From an optimization exercise on the open Yosys and OpenROAD flow, aimed at small area, a short achievable clock period and few clock cycles per item; shortcuts taken in it are not production practice.
In this exercise RTL edits were held to simulation tests only and were not proved equivalent to the original.
The flow treats the clock pin as an ideal source, which a real chip does not have.
Power figures rest on the tool's default switching activity, not on a simulated workload.

==> flow/flow/post_cts.tcl <==
# Extra setup repair after CTS (run by ORFS through POST_CTS_TCL): all
# violating endpoints, twice, then legalize the placement again.
estimate_parasitics -placement
repair_timing -setup -setup_margin 2.6 -repair_tns 100 -verbose
repair_timing -setup -setup_margin 2.6 -repair_tns 100 -verbose
detailed_placement
check_placement -verbose
==> flow/constraint.sdc <==
create_clock -name core_clock -period 9.0 [get_ports {clk}]
set_input_delay 1.8000 -clock core_clock [delete_from_list [all_inputs] [get_ports {clk}]]
set_output_delay 1.8000 -clock core_clock [all_outputs]
set_load 0.01 [all_outputs]
==> flow/standard.sh <==
#!/bin/bash
# synth_recipe.tcl (not shown) runs the flow's synth.tcl, then flattens the netlist and writes it again
# the make line also repeats each setting of config.mk as NAME=value (left out here)
make -C /OpenROAD-flow-scripts/flow DESIGN_CONFIG=/design/flow/config.mk WORK_HOME=/design/flow/orfs CLKGATE_MAP_FILE= SYNTH_SCRIPT=/design/flow/synth_recipe.tcl "${@:-finish}"
==> flow/flow/run.sh <==
#!/bin/bash
# Own layout flow: the standard ORFS flow (standard.sh) with four extra
# make settings:
#   * DONT_USE_CELLS: the platform's list plus the OR cells, whose stacked
#     PMOS makes them slow; synthesis then builds ORs from NAND/NOR.
#   * MATCH_CELL_FOOTPRINT=0: timing repair may swap a cell for any cell
#     with the same function, not only one with the same footprint.
#   * BUFFER_PORTS_ARGS: every port still gets its buffer, a buf_1 (repair
#     sizes it up where timing needs) instead of the default delay cell.
#   * POST_CTS_TCL: flow/post_cts.tcl, two more setup repair passes over all
#     violating endpoints after the clock tree is built.
# Registers, their names and cell types are those of the standard synthesis.
# The make output of every step is kept in flow_make.log here; ORFS keeps
# each tool's own log under orfs/logs.
set -euo pipefail

PLATFORM_DONT_USE="sky130_fd_sc_hd__probe_p_8 sky130_fd_sc_hd__probec_p_8
sky130_fd_sc_hd__lpflow_bleeder_1
sky130_fd_sc_hd__lpflow_clkbufkapwr_1 sky130_fd_sc_hd__lpflow_clkbufkapwr_16
sky130_fd_sc_hd__lpflow_clkbufkapwr_2 sky130_fd_sc_hd__lpflow_clkbufkapwr_4
sky130_fd_sc_hd__lpflow_clkbufkapwr_8
sky130_fd_sc_hd__lpflow_clkinvkapwr_1 sky130_fd_sc_hd__lpflow_clkinvkapwr_16
sky130_fd_sc_hd__lpflow_clkinvkapwr_2 sky130_fd_sc_hd__lpflow_clkinvkapwr_4
sky130_fd_sc_hd__lpflow_clkinvkapwr_8
sky130_fd_sc_hd__lpflow_decapkapwr_12 sky130_fd_sc_hd__lpflow_decapkapwr_3
sky130_fd_sc_hd__lpflow_decapkapwr_4 sky130_fd_sc_hd__lpflow_decapkapwr_6
sky130_fd_sc_hd__lpflow_decapkapwr_8
sky130_fd_sc_hd__lpflow_inputiso0n_1 sky130_fd_sc_hd__lpflow_inputiso0p_1
sky130_fd_sc_hd__lpflow_inputiso1n_1 sky130_fd_sc_hd__lpflow_inputiso1p_1
sky130_fd_sc_hd__lpflow_inputisolatch_1
sky130_fd_sc_hd__lpflow_isobufsrc_1 sky130_fd_sc_hd__lpflow_isobufsrc_16
sky130_fd_sc_hd__lpflow_isobufsrc_2 sky130_fd_sc_hd__lpflow_isobufsrc_4
sky130_fd_sc_hd__lpflow_isobufsrc_8 sky130_fd_sc_hd__lpflow_isobufsrckapwr_16
sky130_fd_sc_hd__lpflow_lsbuf_lh_hl_isowell_tap_1
sky130_fd_sc_hd__lpflow_lsbuf_lh_hl_isowell_tap_2
sky130_fd_sc_hd__lpflow_lsbuf_lh_hl_isowell_tap_4
sky130_fd_sc_hd__lpflow_lsbuf_lh_isowell_4
sky130_fd_sc_hd__lpflow_lsbuf_lh_isowell_tap_1
sky130_fd_sc_hd__lpflow_lsbuf_lh_isowell_tap_2
sky130_fd_sc_hd__lpflow_lsbuf_lh_isowell_tap_4"

SLOW_OR="sky130_fd_sc_hd__or2_0 sky130_fd_sc_hd__or2_1 sky130_fd_sc_hd__or2_2
sky130_fd_sc_hd__or2_4 sky130_fd_sc_hd__or3_1 sky130_fd_sc_hd__or3_2
sky130_fd_sc_hd__or3_4 sky130_fd_sc_hd__or4_1 sky130_fd_sc_hd__or4_2
sky130_fd_sc_hd__or4_4 sky130_fd_sc_hd__or3b_1 sky130_fd_sc_hd__or3b_2
sky130_fd_sc_hd__or3b_4 sky130_fd_sc_hd__or4b_1 sky130_fd_sc_hd__or4b_2
sky130_fd_sc_hd__or4b_4 sky130_fd_sc_hd__or4bb_1 sky130_fd_sc_hd__or4bb_2
sky130_fd_sc_hd__or4bb_4"

DONT_USE=$(echo $PLATFORM_DONT_USE $SLOW_OR)

bash standard.sh "DONT_USE_CELLS=$DONT_USE" MATCH_CELL_FOOTPRINT=0 \
    "POST_CTS_TCL=$PWD/flow/post_cts.tcl" \
    "BUFFER_PORTS_ARGS=-buffer_cell sky130_fd_sc_hd__buf_1" finish \
    > flow_make.log 2>&1
test -s out/final.def
==> flow/config.mk <==
export PLATFORM = sky130hd
export DESIGN_NAME = cmu_assoc
export DESIGN_NICKNAME = cmu_assoc
export VERILOG_FILES = /design/flow/design.v
export SDC_FILE = /design/flow/constraint.sdc
export NUM_CORES = 8
export LEC_CHECK = 0
export CAP_MARGIN = 20
export CORE_MARGIN = 2
export CORE_UTILIZATION = 40
export CTS_BUF_LIST = sky130_fd_sc_hd__clkbuf_8
export CTS_CLUSTER_DIAMETER = 50
export CTS_CLUSTER_SIZE = 16
export SETUP_SLACK_MARGIN = 2.5
export SLEW_MARGIN = 20
export TNS_END_PERCENT = 5
==> flow/design.v <==
module cmu_assoc #(
    parameter int LINE_WORDS_WIDTH = 2,
    parameter int SET_WIDTH        = 4
) (
    input  logic        clk,
    input  logic        rst,
    input  logic [31:0] addr_rw,
    input  logic        en_r,
    input  logic        en_w,
    input  logic [31:0] data_w,
    output logic [31:0] data_r,
    output logic        stall,
    output logic        mem_cs_o,
    output logic        mem_we_o,
    output logic [31:0] mem_addr_o,
    output logic [31:0] mem_data_o,
    input  logic [31:0] mem_data_i,
    input  logic        mem_ack_i,
    output logic [31:0] hit_cnt,
    output logic [31:0] miss_cnt
);
    localparam int TAG_BITS = 32 - SET_WIDTH - LINE_WORDS_WIDTH - 2;
    localparam int SETS     = 1 << SET_WIDTH;
    localparam int LINE     = 1 << LINE_WORDS_WIDTH;
    logic [TAG_BITS-1:0] tag_q    [SETS][2];
    logic [31:0]         data_q   [SETS][2][LINE];
    logic [LINE-1:0]     wvalid_q [SETS][2];    
    logic [LINE-1:0]     wdirty_q [SETS][2];    
    logic [1:0]          lvalid_q [SETS];       
    logic [SETS-1:0]     lru_q;                 
    logic                        wbp_q;         
    logic [SET_WIDTH-1:0]        wb_set_q;
    logic                        wb_way_q;
    logic [LINE_WORDS_WIDTH-1:0] wb_word_q;
    logic [TAG_BITS-1:0]         wb_tag_q;
    logic [31:0]                 wb_data_q;
    logic [LINE_WORDS_WIDTH-1:0] a_word;
    logic [SET_WIDTH-1:0]        a_set;
    logic [TAG_BITS-1:0]         a_tag;
    assign a_word = addr_rw[LINE_WORDS_WIDTH+1:2];
    assign a_set  = addr_rw[SET_WIDTH+LINE_WORDS_WIDTH+1:LINE_WORDS_WIDTH+2];
    assign a_tag  = addr_rw[31:32-TAG_BITS];
    logic [TAG_BITS-1:0] s_tag    [2];
    logic [31:0]         s_data   [2][LINE];
    logic [LINE-1:0]     s_wvalid [2];
    logic [SETS-1:0] set_dec;
    always_comb begin
        for (int s = 0; s < SETS; s++) set_dec[s] = (a_set == SET_WIDTH'(s));
    end
    always_comb begin
        for (int w = 0; w < 2; w++) begin
            s_tag[w]    = '0;
            s_wvalid[w] = '0;
            for (int s = 0; s < SETS; s++) begin
                s_tag[w]    = s_tag[w]    | (tag_q[s][w]    & {TAG_BITS{set_dec[s]}});
                s_wvalid[w] = s_wvalid[w] | (wvalid_q[s][w] & {LINE{set_dec[s]}});
            end
            for (int k = 0; k < LINE; k++) begin
                s_data[w][k] = '0;
                for (int s = 0; s < SETS; s++)
                    s_data[w][k] = s_data[w][k] | (data_q[s][w][k] & {32{set_dec[s]}});
            end
        end
    end
    logic [SETS-1:0] match0, match1;
    always_comb begin
        for (int s = 0; s < SETS; s++) begin
            match0[s] = lvalid_q[s][0] && (tag_q[s][0] == a_tag);
            match1[s] = lvalid_q[s][1] && (tag_q[s][1] == a_tag);
        end
    end
    logic req, lh0, lh1, line_hit, word_ok, use_way;
    assign req      = en_r | en_w;
    assign lh0      = match0[a_set];
    assign lh1      = match1[a_set];
    assign line_hit = lh0 | lh1;
    assign word_ok  = (lh0 & s_wvalid[0][a_word]) | (lh1 & s_wvalid[1][a_word]);
    function automatic logic [LINE_WORDS_WIDTH-1:0] first_set(input logic [LINE-1:0] v);
        first_set = '0;
        for (int i = LINE - 1; i >= 0; i--) if (v[i]) first_set = LINE_WORDS_WIDTH'(i);
    endfunction
    logic [SETS-1:0]             vic_s, vd_s, le1_s, cway_s, cany_s;
    logic [LINE_WORDS_WIDTH-1:0] cword_s [SETS];
    always_comb begin
        for (int s = 0; s < SETS; s++) begin
            logic [LINE-1:0] d0, d1, dv, dc;
            d0 = lvalid_q[s][0] ? wdirty_q[s][0] : '0;
            d1 = lvalid_q[s][1] ? wdirty_q[s][1] : '0;
            vic_s[s]   = !lvalid_q[s][0] ? 1'b0 : !lvalid_q[s][1] ? 1'b1 : lru_q[s];
            dv         = vic_s[s] ? d1 : d0;
            vd_s[s]    = |dv;
            le1_s[s]   = (dv & (dv - LINE'(1))) == '0;      
            cway_s[s]  = vd_s[s] ? vic_s[s] : ~vic_s[s];
            dc         = cway_s[s] ? d1 : d0;
            cany_s[s]  = |(d0 | d1);
            cword_s[s] = first_set(dc);
        end
    end
    logic vic, vic_dirty, vic_le1;
    assign vic       = vic_s[a_set];
    assign vic_dirty = vd_s[a_set];
    assign vic_le1   = le1_s[a_set];
    assign use_way   = line_hit ? lh1 : vic;
    logic                        cand_any, cand_way;
    logic [LINE_WORDS_WIDTH-1:0] cand_word;
    assign cand_way  = cway_s[a_set];
    assign cand_any  = cany_s[a_set];
    assign cand_word = cword_s[a_set];
    logic wb_xfer, wb_done, load_wb;
    assign wb_xfer = wbp_q && !fetch;
    assign wb_done = wb_xfer && mem_ack_i;
    assign load_wb = req && cand_any && (!wbp_q || wb_done);
    logic wb_same;
    assign wb_same = wbp_q && (wb_set_q == a_set) && (wb_word_q == a_word) &&
                     (wb_tag_q == a_tag);
    logic need_fetch, fetch, go, alloc, complete, vic_free;
    assign vic_free   = !vic_dirty || (vic_le1 && req && (!wbp_q || (en_w && mem_ack_i)));
    assign need_fetch = !en_w && !word_ok;
    assign go         = req && (line_hit || vic_free);      
    assign fetch      = go && need_fetch && !wb_same;
    assign alloc      = go && !line_hit;
    assign complete   = go && (!need_fetch || (mem_ack_i && !wb_same));
    assign stall      = req && !complete;
    logic        wr_en;
    logic [31:0] wr_data;
    assign wr_en   = complete && (en_w || !word_ok);
    assign wr_data = en_w ? data_w : mem_data_i;
    assign mem_cs_o   = !rst && (fetch || wbp_q);
    assign mem_we_o   = !fetch;
    assign mem_addr_o = fetch ? {addr_rw[31:2], 2'b00}
                              : {wb_tag_q, wb_set_q, wb_word_q, 2'b00};
    assign mem_data_o = wb_data_q;
    always_ff @(posedge clk or posedge rst) begin
        if (rst) begin
            lru_q    <= '0;
            for (int s = 0; s < SETS; s++) lvalid_q[s] <= 2'b00;
            hit_cnt  <= '0;
            miss_cnt <= '0;
            data_r   <= '0;
            wbp_q    <= 1'b0;
        end else begin
            if (alloc) begin
                lvalid_q[a_set][vic] <= 1'b1;
                miss_cnt             <= miss_cnt + 32'd1;
            end
            if (complete) begin
                lru_q[a_set] <= ~use_way;
                hit_cnt      <= hit_cnt + 32'd1;
                if (!en_w) data_r <= word_ok ? s_data[lh1][a_word] : mem_data_i;
            end
            if (load_wb) wbp_q <= 1'b1;
            else if (wb_done) wbp_q <= 1'b0;
        end
    end
    always_ff @(posedge clk) begin
        if (load_wb) wdirty_q[a_set][cand_way][cand_word] <= 1'b0;
        if (alloc) begin
            tag_q[a_set][vic]    <= a_tag;
            wvalid_q[a_set][vic] <= '0;
            wdirty_q[a_set][vic] <= '0;
        end
        if (wr_en) begin
            data_q[a_set][use_way][a_word]   <= wr_data;
            wvalid_q[a_set][use_way][a_word] <= 1'b1;
            if (en_w) wdirty_q[a_set][use_way][a_word] <= 1'b1;
        end
        if (load_wb) begin
            wb_set_q  <= a_set;
            wb_way_q  <= cand_way;
            wb_word_q <= cand_word;
            wb_tag_q  <= s_tag[cand_way];
            wb_data_q <= s_data[cand_way][cand_word];
        end
    end
endmodule
==> out/results.tsv, run 1 <==
metric	value	unit
critPathLaunchType	primary input	
area.sequential	159000	sq um
layout_commonest_cell	edfxtp_1	
drt_wl_total	859000	microns
rows	268	
numPortBuffers	259	
grt_pass1_wl	1150000	microns
first_pass_iters	9	
finalSetupTns	0	ns
critical_path_class	primary input to primary output	
vdd_drop_max	0.167	mV
routabilityCongestion	0.997	
drv_cap	0	
drtIter0Drc	27160	
pre_cts_ws	0.503	ns
clock_latency	1.39	ns
p_per_area	208	nW/um^2
tightestPinTransition	1.30	ns
cp.required	7.20	ns
antenna_found_initial	64	
io_pins	264	
setup_viol	0	
cp-end-kind	primary output	
synth-main-ff-cell	edfxtp_1	
synthArstFlopShare	2.72	%
multi_input_area	52500	sq um
drv_slew	0	
synth_cell_type_count	94	
ys_ff_latch	5327	
synth_cells	13532	
hp-class	register to register	
fp.dieArea	540000	sq um
syn-cell-area	214000	sq um
crit_arrival	5.33	ns
grtUsageTotal	30.7	%
power.total	50.5	mW
finalHoldViolCount	0	
area_growth	13.4	%
yosysWarningCount	6	
via_per_inst	6.56	
syn_avg_cell_area	15.8	sq um
grt_overflow_total	0	
nNetsFinal	14382	
worst_slack	1.87	ns
finalClockSkew	0.204	ns
grt_pass1_vias	129298	
leakage	76.5	nW
fmax	0.140	GHz
wl_per_cell	39.6	microns
crit_fanout	16	
grt_max_degree	129	
post-route-period-util	79.3	%
grt_use_met1	42.3	%
drive_gt1_share	15.7	%
top_usage_layer	met2	
num_vias	142309	
grt_use_met3	9.79	%
min_period	7.13	ns
fp.dieW	735	microns
coreArea	532000	sq um
drc	0	
cts_tree	yes	
fp.dieH	735	microns
rsz0062_at_grt	yes	
start_util	40.1	%
ant_nets	0	
slew_headroom	12.5	%
ys_seq_area_share	74.6	%
clock_sinks	5327	
nFillCells	46138	
final_cell_mix	5182 x edfxtp_1, 1504 x a22oi_1, 697 x nor2_1	
grt_use_met2	44.3	%
status	no timing/DRC/antenna violations	
dp_hpwl	521000	microns
cts.clk_slew.worst_paths	0.09	ns
synth_edf_count	5182	
routing by layer:
layer | routed length [microns] | part of all wire, %
met1 | 319000 | 37
met2 | 364000 | 42
met3 | 127000 | 15
met5 | 283 | 0.033
met4 | 48500 | 5.6
cell usage after synthesis (all sizes together), types with 180 or more instances:
library cell | instances | share of area (%)
buf | 615 | 1.5
xor2 | 562 | 2.3
a22o | 489 | 2.0
nand3 | 499 | 1.2
clkbuf | 296 | 0.52
a221oi | 447 | 1.8
o21ai | 221 | 0.53
a22oi | 1513 | 5.3
xnor2 | 307 | 1.3
a21oi | 180 | 0.44
nand4 | 327 | 0.96
nand2 | 438 | 0.79
nor2 | 853 | 1.5
edfxtp | 5182 | 73
cell type report:
cell class,count,area share [%]
Clock inverter,323,1.27
Multi-Input combinational cell,7182,21.7
Clock buffer,476,2.70
Inverter,117,0.203
Sequential cell,5327,65.7
Antenna cell,62,0.0640
Timing Repair Buffer,1175,4.74
Tap cell,7020,3.62
critical path: stages:
cell	delay, ns
buf_12	0.15
clkinvlp_4	0.16
buf_4	0.23
nand2_1	0.16
nor3_1	0.37
o21ai_0	0.16
a21oi_1	0.55
a311oi_1	0.18
a41o_4	0.37
o21ai_4	0.24
nor2_4	0.08
buf_12	0.15
clkbuf_16	0.20
mux2_4	0.34
buf_6	0.13
logic make-up after synthesis:
kind of cell,synth area share (%)
AO/OA/AOI/OAI,12.2
XOR/XNOR,3.56
adder cells (fa/ha/maj),0.0410
buffers and inverters,2.20
flip-flops,74.6
multiplexers,1.35
other,0.00176
AND/OR/NAND/NOR,6.10
path summary, 6_finish.rpt:
| kind | cells after the start | slack, ns | end | from |
|---|---|---|---|---|
| min | 1 | 0.47 | hit_cnt[31] | hit_cnt[31] |
| max | 15 | 1.87 | mem_addr_o[27] | addr_rw[7] |
| max in group asynchronous | 3 | 6.69 | data_r[13] | rst |
| max reg2reg | 12 | 2.75 | wb_data_q[22] | wdirty_q[9][3] |
| min in group asynchronous | 2 | 0.61 | data_r[27] | rst |
| min reg2reg | 1 | 0.47 | hit_cnt[31] | hit_cnt[31] |
flip-flops by register name (all words and copies together), names as in the netlist:
register   cells
wb_tag_q      24
data_r        32
wdirty_q     128
wbp_q          1
tag_q        768
wb_set_q       4
hit_cnt       32
miss_cnt      32
wb_data_q     32
wvalid_q     128
lru_q         16
wb_word_q      2
data_q      4096
lvalid_q      32
through the flow:
stage / std cells / area, sq um / hold WS (ns) / utilization [%]
after floorplan: 13533 / 214000 / 0.495 / -
after global placement: 20642 / 228000 / 0.462 / 42.8
after detailed placement: 20644 / 228000 / 0.465 / 42.8
after global routing: 21649 / 242000 / 0.494 / 45.5
final: 21682 / 242000 / 0.470 / 45.5
where the power goes:
part | internal, mW | switching, mW | total, mW
registers | 27.7 | 0.356 | 28.0
logic | 1.89 | 5.46 | 7.36
clock network | 6.04 | 9.04 | 15.1
Testbench counts, summed over its fixed seeds: cycles 26,355, accesses 24,000.
==> run 2, diff against run 1 <==
--- a/flow/design.v
+++ b/flow/design.v
@@ -29,10 +29,7 @@
     logic [1:0]          lvalid_q [SETS];       
     logic [SETS-1:0]     lru_q;                 
-    logic                        wbp_q;         
-    logic [SET_WIDTH-1:0]        wb_set_q;
-    logic                        wb_way_q;
-    logic [LINE_WORDS_WIDTH-1:0] wb_word_q;
-    logic [TAG_BITS-1:0]         wb_tag_q;
-    logic [31:0]                 wb_data_q;
+    logic [1:0]                  wbv_q;                   
+    logic [29:0]                 wba_q [2];               
+    logic [31:0]                 wbd_q [2];               
     logic [LINE_WORDS_WIDTH-1:0] a_word;
     logic [SET_WIDTH-1:0]        a_set;
@@ -107,13 +104,14 @@
     assign cand_any  = cany_s[a_set];
     assign cand_word = cword_s[a_set];
-    logic wb_xfer, wb_done, load_wb;
-    assign wb_xfer = wbp_q && !fetch;
+    logic wb_xfer, wb_done, load_wb, wb_room;
+    assign wb_xfer = wbv_q[0] && !fetch;
     assign wb_done = wb_xfer && mem_ack_i;
-    assign load_wb = req && cand_any && (!wbp_q || wb_done);
+    assign wb_room = !wbv_q[1] || wb_done;                  
+    assign load_wb = req && cand_any && wb_room;
     logic wb_same;
-    assign wb_same = wbp_q && (wb_set_q == a_set) && (wb_word_q == a_word) &&
-                     (wb_tag_q == a_tag);
+    assign wb_same = (wbv_q[0] && wba_q[0] == addr_rw[31:2]) ||
+                     (wbv_q[1] && wba_q[1] == addr_rw[31:2]);
     logic need_fetch, fetch, go, alloc, complete, vic_free;
-    assign vic_free   = !vic_dirty || (vic_le1 && req && (!wbp_q || (en_w && mem_ack_i)));
+    assign vic_free   = !vic_dirty || (vic_le1 && req && (!wbv_q[1] || (en_w && mem_ack_i)));
     assign need_fetch = !en_w && !word_ok;
     assign go         = req && (line_hit || vic_free);      
@@ -126,9 +124,8 @@
     assign wr_en   = complete && (en_w || !word_ok);
     assign wr_data = en_w ? data_w : mem_data_i;
-    assign mem_cs_o   = !rst && (fetch || wbp_q);
+    assign mem_cs_o   = !rst && (fetch || wbv_q[0]);
     assign mem_we_o   = !fetch;
-    assign mem_addr_o = fetch ? {addr_rw[31:2], 2'b00}
-                              : {wb_tag_q, wb_set_q, wb_word_q, 2'b00};
-    assign mem_data_o = wb_data_q;
+    assign mem_addr_o = {fetch ? addr_rw[31:2] : wba_q[0], 2'b00};
+    assign mem_data_o = wbd_q[0];
     always_ff @(posedge clk or posedge rst) begin
         if (rst) begin
@@ -138,5 +135,5 @@
             miss_cnt <= '0;
             data_r   <= '0;
-            wbp_q    <= 1'b0;
+            wbv_q    <= 2'b00;
         end else begin
             if (alloc) begin
@@ -149,6 +146,9 @@
                 if (!en_w) data_r <= word_ok ? s_data[lh1][a_word] : mem_data_i;
             end
-            if (load_wb) wbp_q <= 1'b1;
-            else if (wb_done) wbp_q <= 1'b0;
+            if (wb_done) wbv_q <= {1'b0, wbv_q[1]};
+            if (load_wb) begin
+                if (wb_done ? !wbv_q[1] : !wbv_q[0]) wbv_q[0] <= 1'b1;
+                else                                 wbv_q[1] <= 1'b1;
+            end
         end
     end
@@ -165,10 +165,16 @@
             if (en_w) wdirty_q[a_set][use_way][a_word] <= 1'b1;
         end
+        if (wb_done) begin
+            wba_q[0] <= wba_q[1];
+            wbd_q[0] <= wbd_q[1];
+        end
         if (load_wb) begin
-            wb_set_q  <= a_set;
-            wb_way_q  <= cand_way;
-            wb_word_q <= cand_word;
-            wb_tag_q  <= s_tag[cand_way];
-            wb_data_q <= s_data[cand_way][cand_word];
+            if (wb_done ? !wbv_q[1] : !wbv_q[0]) begin
+                wba_q[0] <= {s_tag[cand_way], a_set, cand_word};
+                wbd_q[0] <= s_data[cand_way][cand_word];
+            end else begin
+                wba_q[1] <= {s_tag[cand_way], a_set, cand_word};
+                wbd_q[1] <= s_data[cand_way][cand_word];
+            end
         end
     end
--- a/flow/flow/run.sh
+++ b/flow/flow/run.sh
@@ -1,4 +1,4 @@
 #!/bin/bash
-# Own layout flow: the standard ORFS flow (standard.sh) with four extra
+# Own layout flow: the standard ORFS flow (standard.sh) with three extra
 # make settings:
 #   * DONT_USE_CELLS: the platform's list plus the OR cells, whose stacked
@@ -8,6 +8,4 @@
 #   * BUFFER_PORTS_ARGS: every port still gets its buffer, a buf_1 (repair
 #     sizes it up where timing needs) instead of the default delay cell.
-#   * POST_CTS_TCL: flow/post_cts.tcl, two more setup repair passes over all
-#     violating endpoints after the clock tree is built.
 # Registers, their names and cell types are those of the standard synthesis.
 # The make output of every step is kept in flow_make.log here; ORFS keeps
@@ -51,5 +49,4 @@
 
 bash standard.sh "DONT_USE_CELLS=$DONT_USE" MATCH_CELL_FOOTPRINT=0 \
-    "POST_CTS_TCL=$PWD/flow/post_cts.tcl" \
     "BUFFER_PORTS_ARGS=-buffer_cell sky130_fd_sc_hd__buf_1" finish \
     > flow_make.log 2>&1
removed: flow/flow/post_cts.tcl
==> out/results.tsv, run 2 <==
metric	value	unit
place_inst	21018	
ant_nets	0	
synth_cells	13852	
grt_overflow_total	0	
switching_share	31.2	%
cp-end-kind	primary output	
synthArstFlopShare	2.71	%
drtIter0Drc	25777	
cts_buffers	472	
nFillCells	46981	
yosysWarningCount	8	
finalSetupTns	0	ns
slew_headroom	8.43	%
routabilityCongestion	1.02	
critPathSlowestCell	o211ai_1	
vdd_drop_max	0.185	mV
grt_pass1_vias	131533	
layout_commonest_cell	edfxtp_1	
fp.dieArea	546000	sq um
crit_arrival	5.20	ns
fin_util	45.1	%
clock_latency	1.46	ns
rows	270	
synth_common_cells	5182 x edfxtp_1, 1697 x a22oi_1, 844 x nor2_1, 688 x xor2_1, 451 x nand2_1	
reg.largest.list	data_q x4096, tag_q x768	
cp_cell_sequence	mux2i_2, nor2_2, maj3_2, o211ai_1, nand4_1, nor4_2, a211o_2, nand3b_4, nand4_4, buf_12, buf_6, buf_6, o21ai_2, buf_4	
grt_pass1_wl	1140000	microns
yosys.area.top_type_share	72.0	%
syn_avg_cell_area	15.6	sq um
min_period	7.00	ns
final_cell_area	244000	sq um
cp_common_cell	buf_6	
via_per_inst	6.55	
critPathMaxStageDelay	0.57	ns
tightestPinTransition	1.37	ns
p_per_area	223	nW/um^2
internal_power	37.3	mW
cts_tree	yes	
grtUsageTotal	30.0	%
io_pins	264	
cts_buffer_depth	4	
multi_input_area	53600	sq um
wl_per_cell	38.6	microns
power.switching	16.9	mW
worst_slack	2.00	ns
finalClockSkew	0.300	ns
synth_edf_count	5182	
fp.dieH	739	microns
largest_reg_flops	4096	
status	no timing/DRC/antenna violations	
finalHoldWorstSlack	0.476	ns
r2r_slack	3.09	ns
fmax	0.143	GHz
drt_wl_total	852000	microns
holdBufCountCts	0	
final_cell_mix	5182 x edfxtp_1, 1694 x a22oi_1, 807 x nor2_1	
grt_max_degree	99	
numPortBuffers	259	
pre_cts_ws	0.671	ns
clock_sinks	5390	
critical_path_class	register to primary output	
rsz0062_at_grt	yes	
hp-class	register to register	
leakage	76.8	nW
drive_gt1_share	14.8	%
synthTopCellsByArea	edfxtp_1 72%, a22oi_1 5.9%, xor2_1 2.8%	
antenna_found_initial	60	
largest-register	data_q	
power.total	54.2	mW
placed_cell_area	229000	sq um
drv_cap	0	
first_pass_iters	8	
synth-main-ff-cell	edfxtp_1	
finalHoldViolCount	0	
drv_slew	0	
critPathLaunchType	register	
post-route-period-util	77.8	%
combPwrFrac	18.2	%
yosys.cell_count.top_type	edfxtp_1	
setup_viol	0	
p_clk_share	28.5	%
synth_cell_type_count	96	
area_growth	12.6	%
path_buf_inv	4	
ys_ff_latch	5390	
num_vias	144327	
cp_top_family	compound AO/OA/AOI/OAI gates	
cp.required	7.20	ns
crit_fanout	6	
coreArea	540000	sq um
nNetsFinal	14570	
area.sequential	161000	sq um
ctsHtreeMaxLevel	5	
synth_top_area_cell	edfxtp_1	
cts.clk_slew.worst_paths	0.09	ns
dp_hpwl	505000	microns
syn-cell-area	216000	sq um
start_util	40.1	%
drc	0	
ys_seq_area_share	74.2	%
fp.dieW	739	microns
seqPwrFrac	53.3	%
clock-root-buffer	clkbuf_8	
final_cells	22049	
## run 2: cell types whose count changed in the layout (fill, tap and decap cells not counted), moves of 85 or more
cell / before / now
xor2_1: 536 / 673
nand3_1: 492 / 400
nor2_1: 697 / 807
nor2_4: 132 / 18
a22o_1: 489 / 404
a22oi_1: 1504 / 1694
nor3_2: 19 / 137
## run 2: worst reg2reg max path: stages (launching register included)
cell       delay, ns
dfrtp_1         0.64
mux2i_1         0.33
a21oi_1         0.15
nor3_2          0.52
xor2_1          0.20
o2111ai_1       0.30
nor3_1          0.57
nand4_1         0.48
o21ai_1         1.05
buf_4           0.33
o22ai_1         0.09
a211oi_1        0.33
o22ai_1         0.40
mux2_2          0.41
## run 2: routing by layer
layer | track usage (%) | vias to the layer above | wire [microns]
met5 | 0.367 | - | 575
met4 | 15.8 | 34 | 55400
met3 | 11.8 | 2093 | 132000
met2 | 43.1 | 11380 | 358000
met1 | 39.1 | 73778 | 306000
li1 | - | 57042 | -
## run 2: cells by family after synthesis
kind of cell	synth area share, %
adders and majority gates	0.0544
muxes	1.55
buffers and inverters	2.15
xor gates and xnor gates	3.69
other	0.00173
DFF	74.2
AOI/OAI and AO/OA	12.1
and+or+nand+nor	6.27
## run 2: cell type report
class                           count  share of cell area, %
Tap cell                         7208                   3.70
Sequential cell                  5390                   65.9
Clock buffer                      478                   2.70
Inverter                           90                  0.151
Antenna cell                       42                 0.0432
Multi-Input combinational cell   7418                   22.0
Clock inverter                    333                   1.39
Timing Repair Buffer             1090                   4.07
## run 2: worst paths after layout
path | from | end | depth (start not counted)
setup / recovery | lru_q[7] | mem_addr_o[2] | 14
hold / removal | miss_cnt[31] | miss_cnt[31] | 1
setup reg to reg | lru_q[15] | wbd_q[0][13] | 13
hold reg to reg | miss_cnt[31] | miss_cnt[31] | 1
max in group asynchronous | rst | data_r[19] | 3
min in group asynchronous | rst | miss_cnt[0] | 2
## run 2: power groups by stage
stage          combinational, mW  clock, mW  sequential, mW
4_1_cts                     9.22       15.5            28.9
2_1_floorplan               4.41          0            29.2
3_5_place_dp                8.80          0            29.4
3_3_place_gp                8.72          0            29.4
6_report                    9.86       15.4            28.9
5_1_grt                     9.87       16.3            28.9
## run 2: repair_timing
| action | 4_1_cts | 5_1_grt |
|---|---|---|
| gates resized for setup | 568 | 35 |
| hold endpoints to repair | 0 | 0 |
| gates cloned | 37 | 0 |
| setup endpoints to repair | 556 | 33 |
| pin swaps | 86 | 17 |
| buffers inserted | 129 | 10 |
Testbench counts of run 2, summed over its fixed seeds: cycles 25,824, accesses 24,000.
==> run 3, diff against run 2 <==
==> flow/run.sh (new file) <==
#!/bin/bash
# synth_recipe.tcl (not shown) runs the flow's synth.tcl, then flattens the netlist and writes it again
# the make line also repeats each setting of config.mk as NAME=value (left out here)
make -C /OpenROAD-flow-scripts/flow DESIGN_CONFIG=/design/flow/config.mk WORK_HOME=/design/flow/orfs CLKGATE_MAP_FILE= SYNTH_SCRIPT=/design/flow/synth_recipe.tcl finish
removed: flow/flow/run.sh
removed: flow/standard.sh
==> out/results.tsv, run 3 <==
metric	value	unit
status	no timing/DRC/antenna violations	
nNetsFinal	14638	
finalHoldViolCount	0	
synth-main-ff-cell	edfxtp_1	
ys_ff_latch	5390	
grt_use_met3	9.80	%
rsz0062_at_grt	yes	
nFillCells	47133	
coreArea	540000	sq um
leakage	76.8	nW
multi_input_area	53600	sq um
slew_headroom	11.3	%
synthArstFlopShare	2.71	%
num_vias	143663	
ant_nets	0	
grt_use_met2	43.4	%
grt_overflow_total	0	
crit_fanout	39	
critPathLaunchType	primary input	
antenna_found_initial	58	
drv_cap	0	
final_cell_area	244000	sq um
fp.dieW	740	microns
tightestPinTransition	1.32	ns
dp_hpwl	511000	microns
drtIter0Drc	24499	
vdd_drop_max	0.177	mV
yosysWarningCount	8	
final_cell_mix	5182 x edfxtp_1, 1728 x a22oi_1, 796 x nor2_1	
grt_pass1_vias	131494	
rows	270	
numPortBuffers	259	
largest-register	data_q	
ctsHtreeMaxLevel	5	
cts.clk_slew.worst_paths	0.09	ns
reg.largest.list	data_q x4096, tag_q x768	
drc	0	
drt_wl_total	848000	microns
syn_avg_cell_area	15.5	sq um
placed_cell_area	231000	sq um
fp.dieArea	547000	sq um
synth_common_cells	5182 x edfxtp_1, 1733 x a22oi_1, 822 x nor2_1, 617 x xor2_1, 508 x clkbuf_1	
ys_seq_area_share	74.1	%
wl_per_cell	38.4	microns
p_per_area	214	nW/um^2
synthTopCellsByArea	edfxtp_1 72%, a22oi_1 6.0%, xor2_1 2.5%	
synth_top_area_cell	edfxtp_1	
fp.dieH	740	microns
min_period	6.93	ns
io_pins	264	
grt_pass1_wl	1140000	microns
hp-class	register to register	
crit_arrival	5.13	ns
top_usage_layer	met2	
clock_sinks	5390	
layout_commonest_cell	edfxtp_1	
grt_use_met1	40.3	%
clock_latency	1.36	ns
largest_reg_flops	4096	
yosys.cell_count.top_type	edfxtp_1	
synth_cells	13943	
synth_cell_type_count	107	
cp.required	7.20	ns
cts_tree	yes	
synth_edf_count	5182	
area.sequential	161000	sq um
grtUsageTotal	29.9	%
routabilityCongestion	1.00	
start_util	40.1	%
yosys.area.top_type_share	71.9	%
power.total	52.3	mW
drive_gt1_share	14.6	%
r2r_cells	13	
grt_max_degree	97	
post-route-period-util	77.0	%
setup_viol	0	
via_per_inst	6.51	
drv_slew	0	
finalClockSkew	0.237	ns
cts_buffers	460	
syn-cell-area	217000	sq um
clock-root-buffer	clkbuf_8	
finalSetupTns	0	ns
critical_path_class	primary input to primary output	
holdPathStages	1	
area_growth	12.7	%
fmax	0.144	GHz
cp-end-kind	primary output	
first_pass_iters	10	
cts_buffer_depth	4	
[run 3: final cells by class]
class / instances / share of cell area [%]
Sequential cell: 5390 / 65.8
Multi-Input combinational cell: 7496 / 22.0
Timing Repair Buffer: 1083 / 4.55
Tap cell: 7208 / 3.70
Clock buffer: 465 / 2.62
Clock inverter: 283 / 1.20
Inverter: 98 / 0.165
Antenna cell: 44 / 0.0451
Timing Repair inverter: 1 / 0.00359
[run 3: per-layer routing]
metal | vias to the layer above | wire (microns)
li1 | 57209 | -
met1 | 73592 | 313000
met2 | 10913 | 361000
met3 | 1911 | 122000
met4 | 38 | 50800
met5 | - | 306
[run 3: what timing repair did]
action | in CTS | in global routing
endpoints found under the setup margin | 33 | 33
pin swaps | 71 | 8
cloned | 29 | 0
setup buffers | 123 | 2
resized for setup | 475 | 11
hold endpoints to repair | 0 | 0
hold buffers | 0 | 0
[run 3: worst paths after layout]
kind / from / to / slack, ns
setup / recovery: addr_rw[16] / mem_addr_o[4] / 2.07
hold / removal: miss_cnt[31] / miss_cnt[31] / 0.48
setup reg to reg: lvalid_q[5][0] / wbd_q[0][23] / 2.79
hold reg to reg: miss_cnt[31] / miss_cnt[31] / 0.48
max in group asynchronous: rst / lvalid_q[2][1] / 6.38
min in group asynchronous: rst / data_r[12] / 1.02
[run 3: worst max-delay path, cell delays in order]
cell,delay [ns]
buf_16,0.22
xor2_1,0.21
nor4_1,0.69
nand4_1,0.21
nor4_2,0.28
o21ai_0,0.12
nand4_1,0.16
buf_12,0.16
nor2_1,0.08
nand3_4,0.14
and4_4,0.34
inv_8,0.07
buf_12,0.13
buf_16,0.13
o21ai_1,0.14
buf_2,0.15
[run 3: logic make-up after synthesis]
| family | Yosys count | share of synthesized area, % |
|---|---|---|
| and+or+nand+nor | 2899 | 6.55 |
| buffers and inverters | 1066 | 2.11 |
| muxes | 300 | 1.58 |
| AOI/OAI and AO/OA | 3378 | 11.9 |
| DFF | 5390 | 74.1 |
| other | 1 | 0.00173 |
| adders and majority gates | 9 | 0.0497 |
| xor gates and xnor gates | 900 | 3.64 |
[run 3: power breakdown]
part           internal (mW)  switching, mW  leakage [nW]  total (mW)
clock network           6.04           8.89          4.79        14.9
logic                   2.57           6.05          22.9        8.62
registers               28.3          0.478          49.0        28.7
total                   36.9           15.4          76.8        52.3
[run 3: stage by stage]
| step | utilization, % | hold WS [ns] | setup slack (ns) | instances |
|---|---|---|---|---|
| 5_1_grt | 45.2 | 0.509 | 2.05 | 22031 |
| 4_1_cts | 45.2 | 0.490 | 2.31 | 22017 |
| 2_1_floorplan | - | 0.493 | 1.52 | 13944 |
| 6_report | 45.2 | 0.483 | 2.07 | 22068 |
| 3_3_place_gp | 42.8 | 0.466 | 0.840 | 21116 |
| 3_5_place_dp | 42.8 | 0.475 | 0.909 | 21117 |

## afterwards: timing with drivers on the ports
In the flow no input, the clock included, has a driving cell. The finished layouts below were timed again as built, in two steps.
Step 1 (the two cells are an assumption about what drives the block):
set clk [get_ports {clk}]
set_driving_cell -lib_cell sky130_fd_sc_hd__clkbuf_16 $clk
set_driving_cell -lib_cell sky130_fd_sc_hd__buf_2 [delete_from_list [all_inputs] $clk]
Step 2 moves the port delays by t, midway between the first and last clock arrival at a register: inputs arrive t later, outputs are due t later. That takes back most of the time a late clock gives input paths.
Slacks: ideal / step 1 / step 2; pairs: ideal / step 1.
| run | t (ns) | slack for setup (ns) | slew at the worst register clock pin (ns) | cell pins on the clock port's net |
|---|---|---|---|---|
| run 1 | 1.420 | 1.866 / 1.591 / 1.108 | 0.11 / 0.11 | 1 |
| run 2 | 1.415 | 2.002 / 1.697 / 1.214 | 0.11 / 0.11 | 1 |
| run 3 | 1.352 | 2.069 / 1.899 / 1.209 | 0.11 / 0.11 | 1 |
After both steps setup and hold are still met in every run listed. For run 3, which loses most, drivers alone change the setup slack by -0.170 ns; drivers and shift together by -0.860 ns.
